This is an optimization exercise on Yosys and OpenROAD, whose aim is small area, not a production implementation. Only simulation tests tie the RTL to the original design; equivalence was not proved. The clock input has no modelled driver; a real chip could not lean on it and would need a root buffer or a full tree. Power is estimated from default activity; no workload was simulated.

==> run K <==
==> flow/design.v (excerpt) <==
module processor #(
    parameter logic [31:0] RESET_PC = '0
) (
    input  logic        clock,
    input  logic        rst_n,
    output logic [31:0] address_imem,
    input  logic [31:0] q_imem,
    output logic [31:0] address_dmem,
    output logic [31:0] data,
    output logic        wren,
    input  logic [31:0] q_dmem,
    output logic        ctrl_write_enable,
    output logic [4:0]  ctrl_write_reg,
    output logic [4:0]  ctrl_read_reg_a,
    output logic [4:0]  ctrl_read_reg_b,
    output logic [31:0] data_write_reg,
    input  logic [31:0] data_read_reg_a,
    input  logic [31:0] data_read_reg_b
);
    logic [4:0]  cnt;
    logic [31:0] pc;
    logic [31:0] r;
    logic [3:0]  prev;
    logic        carry;
    logic        neq;
    logic [1:0]  mode;
    logic        m_add;
    logic        m_jmp;
    logic        m_jal;
    logic        pending;
    logic       in_p;
    logic       in_init;
    logic       in_prime;
    logic       first_a;
  ...
==> flow/config.mk <==
export PLATFORM = sky130hd
export DESIGN_NAME = processor
export DESIGN_NICKNAME = processor
export VERILOG_FILES = /design/flow/design.v
export SDC_FILE = /design/flow/constraint.sdc
export NUM_CORES = 4
export LEC_CHECK = 0
export ABC_AREA = 1
export CAP_MARGIN = 20
export CORE_MARGIN = 2
export CORE_UTILIZATION = 40
export GPL_TIMING_DRIVEN = 0
export SLEW_MARGIN = 20
==> flow/constraint.sdc <==
create_clock -name core_clock -period 9.0 [get_ports {clock}]
set_input_delay 1.8000 -clock core_clock [delete_from_list [all_inputs] [get_ports {clock}]]
set_output_delay 1.8000 -clock core_clock [all_outputs]
set_load 0.01 [all_outputs]
standard.sh (not shown) runs the stock make flow with config.mk's settings and CLKGATE_MAP_FILE= SYNTH_SCRIPT=/design/flow/synth_recipe.tcl, a recipe that flattens the netlist after the stock synthesis.
==> flow/flow/run.sh <==
#!/bin/bash
# The standard layout (standard.sh) with these changes:
#  - synthesis maps with an area-oriented ABC script (abc_area.script here,
#    used with ABC_AREA 1 from config.mk) instead of ORFS's own, and leaves
#    adders to ABC too (no ADDER_MAP_FILE, so no fa/ha cells are extracted);
#  - every port is buffered by the smallest buffer (buf_1);
#  - after CTS, clock_tree.tcl replaces the clock tree by three clkbuf_16
#    fed by the clock port, each driving the flip-flops of a third of the core.
# Each tool's output is in orfs/logs; make's own output is in standard.log.
set -euo pipefail
here=$(pwd)
rm -rf "$here/scripts_custom"
cp -r "$FLOW_HOME/scripts" "$here/scripts_custom"
cp "$here/flow/abc_area.script" "$here/scripts_custom/abc_area.script"
export BUFFER_PORTS_ARGS="-buffer_cell sky130_fd_sc_hd__buf_1"
export CTS_ARGS="-sink_clustering_enable -repair_clock_nets -dont_use_dummy_load -buf_list sky130_fd_sc_hd__clkbuf_8"
export POST_CTS_TCL="$here/flow/clock_tree.tcl"
export FLOW_NCLK=3 FLOW_NY=1 FLOW_CLKBUF=sky130_fd_sc_hd__clkbuf_16
bash standard.sh SCRIPTS_DIR="$here/scripts_custom" ADDER_MAP_FILE= finish > standard.log 2>&1
Other scripts of this flow, unchanged in this note and not shown: flow/flow/abc_area.script, flow/flow/clock_tree.tcl
==> inputs of run B, as changes to run K <==
--- a/flow/design.v
+++ b/flow/design.v
@@ -38,17 +38,17 @@
     logic       last_p;
     logic [2:0] c;
     assign c        = cnt[2:0];
     assign in_p     = cnt[4];
     assign in_init  = cnt[4] & cnt[3];
     assign in_prime = ~cnt[4] & ~cnt[3];              
-    assign first_a  = (cnt == 5'd8);
-    assign last_a   = (cnt == 5'd15);
+    assign first_a  = cnt[3] & (c == 3'd0);           
+    assign last_a   = cnt[3] & (c == 3'd7);           
     assign first_p  = (cnt == 5'd16);
     assign last_p   = cnt[4] & (c == 3'd7);
-    assign pending  = (cnt == 5'd6);                  
+    assign pending  = in_prime & ~cnt[0];             
     assign m_add = neq;
     assign m_jmp = mode[1];
     assign m_jal = mode[0];
     logic [31:0] insn;
     logic [2:0]  o;
     logic        is_lw, is_r, is_j, is_bne, is_jal, is_jr, is_addi, is_blt, is_sw;
@@ -259,10 +259,10 @@
     end
     assign address_imem      = pc;
     assign address_dmem      = r;
     assign data              = data_read_reg_b;
     assign wren              = first_p & is_sw;
     assign ctrl_write_enable = (first_p & (is_r | is_addi | is_lw) & (rd != 5'd0)) |
-                               (in_prime & pending);
+                               pending;
     assign ctrl_write_reg    = rd | {5{pending}};
-    assign data_write_reg    = (is_lw & ~pending) ? q_dmem : r;
+    assign data_write_reg    = (is_lw & cnt[4]) ? q_dmem : r;
 endmodule
==> flow/flow/run.sh (replaced) <==
#!/bin/bash
# The standard layout (standard.sh) with these changes:
#  - synthesis maps with an area-oriented ABC script (abc_area.script here,
#    used with ABC_AREA 1 from config.mk) instead of ORFS's own, and leaves
#    adders to ABC too (no ADDER_MAP_FILE, so no fa/ha cells are extracted);
#  - every port is buffered by the smallest buffer (buf_1);
#  - timing-driven global placement keeps none of its trial resizing
#    (GPL_KEEP_OVERFLOW 0), which otherwise leaves extra buffers;
#  - after CTS, clock_tree.tcl replaces the clock tree by three clkbuf_16
#    fed by the clock port, each driving the flip-flops of a third of the core.
# Each tool's output is in orfs/logs; make's own output is in standard.log.
set -euo pipefail
here=$(pwd)
rm -rf "$here/scripts_custom"
cp -r "$FLOW_HOME/scripts" "$here/scripts_custom"
cp "$here/flow/abc_area.script" "$here/scripts_custom/abc_area.script"
export BUFFER_PORTS_ARGS="-buffer_cell sky130_fd_sc_hd__buf_1"
export CTS_ARGS="-sink_clustering_enable -repair_clock_nets -dont_use_dummy_load -buf_list sky130_fd_sc_hd__clkbuf_8"
export GPL_KEEP_OVERFLOW=0
export POST_CTS_TCL="$here/flow/clock_tree.tcl"
export FLOW_NCLK=3 FLOW_NY=1 FLOW_CLKBUF=sky130_fd_sc_hd__clkbuf_16
bash standard.sh SCRIPTS_DIR="$here/scripts_custom" ADDER_MAP_FILE= finish > standard.log 2>&1
--- a/flow/config.mk
+++ b/flow/config.mk
@@ -5,9 +5,8 @@
 export SDC_FILE = /design/flow/constraint.sdc
 export NUM_CORES = 4
 export LEC_CHECK = 0
 export ABC_AREA = 1
 export CAP_MARGIN = 20
 export CORE_MARGIN = 2
-export CORE_UTILIZATION = 40
-export GPL_TIMING_DRIVEN = 0
+export CORE_UTILIZATION = 50
 export SLEW_MARGIN = 20
==> summary of the runs <==
Final cell count: run K is larger than run B (9.7%).
Flip-flop and latch count is the same in run B and run K.
Sequential power: run B is larger than run K (about 4.7%).
Against run K, the clock skew of run B is lower by 0.0042 ns.
Global-route usage: run B is higher than run K (8.2 points).
Against run K, the clock power of run B is lower by about 3%.
Of run B and run K, run B has the higher first-iteration DRC count (gap 17%, measured against run K).
==> figures <==
| item | run B | run K |
|---|---|---|
| Antenna violations before repair | 1 | 4 |
| Die Span X | 93.8 um | 105 um |
| Proportion of cell area occupied by multi-input gates | 0.343 | 0.326 |
| Met2 GRT Util | 0.595 | 0.413 |
| Area share of the largest cell type after synthesis | 0.261 | 0.259 |
| Number of rows created at floorplan | 32 | 36 |
| GR Util met1 | 0.467 | 0.350 |
| Layout cell share with drive strength beyond 1 | 0.0191 | 0.0690 |
| Ratio of layout area to synthesized area | 1.251x | 1.325x |
| Overall track demand over capacity in global routing | 0.347 | 0.266 |
| Worst EP arrival | 8.27 ns | 8.12 ns |
| Share of the clock period used by the worst path after layout | 0.918 | 0.912 |
| Area of the mapped netlist | 4030 um2 | 4050 um2 |
| Clock skew after layout | 0.0107 ns | 0.0149 ns |
| Status | timing/DRC/antenna clean | timing/DRC/antenna clean |
In every run of this note, the design's own scripts or RTL, not TritonCTS, make the clock network.

[separate check: timing with driven ports]
No port has a modelled driver above. Below, the same layouts with a new extraction and two added sets of constraints.
Step 1, drivers: a clkbuf_16 drives clock and a buf_2 each remaining input, both assumed.
Step 2 also shifts input and output timing later by t, the mid clock arrival at the registers, as if the neighbouring blocks saw the same clock.
Three values: ideal, step 1, step 2; two values: the first two.
run	t (ns)	slack for setup (ns)	worst slew at a driven data input, ns
run K	0.225	0.788 / 0.833 / 0.609	0.10
run B	0.220	0.737 / 0.772 / 0.552	0.11
After both steps every run listed still meets setup and hold. For run B, which loses most, drivers alone change the setup slack by +0.035 ns; drivers and shift together by -0.185 ns.
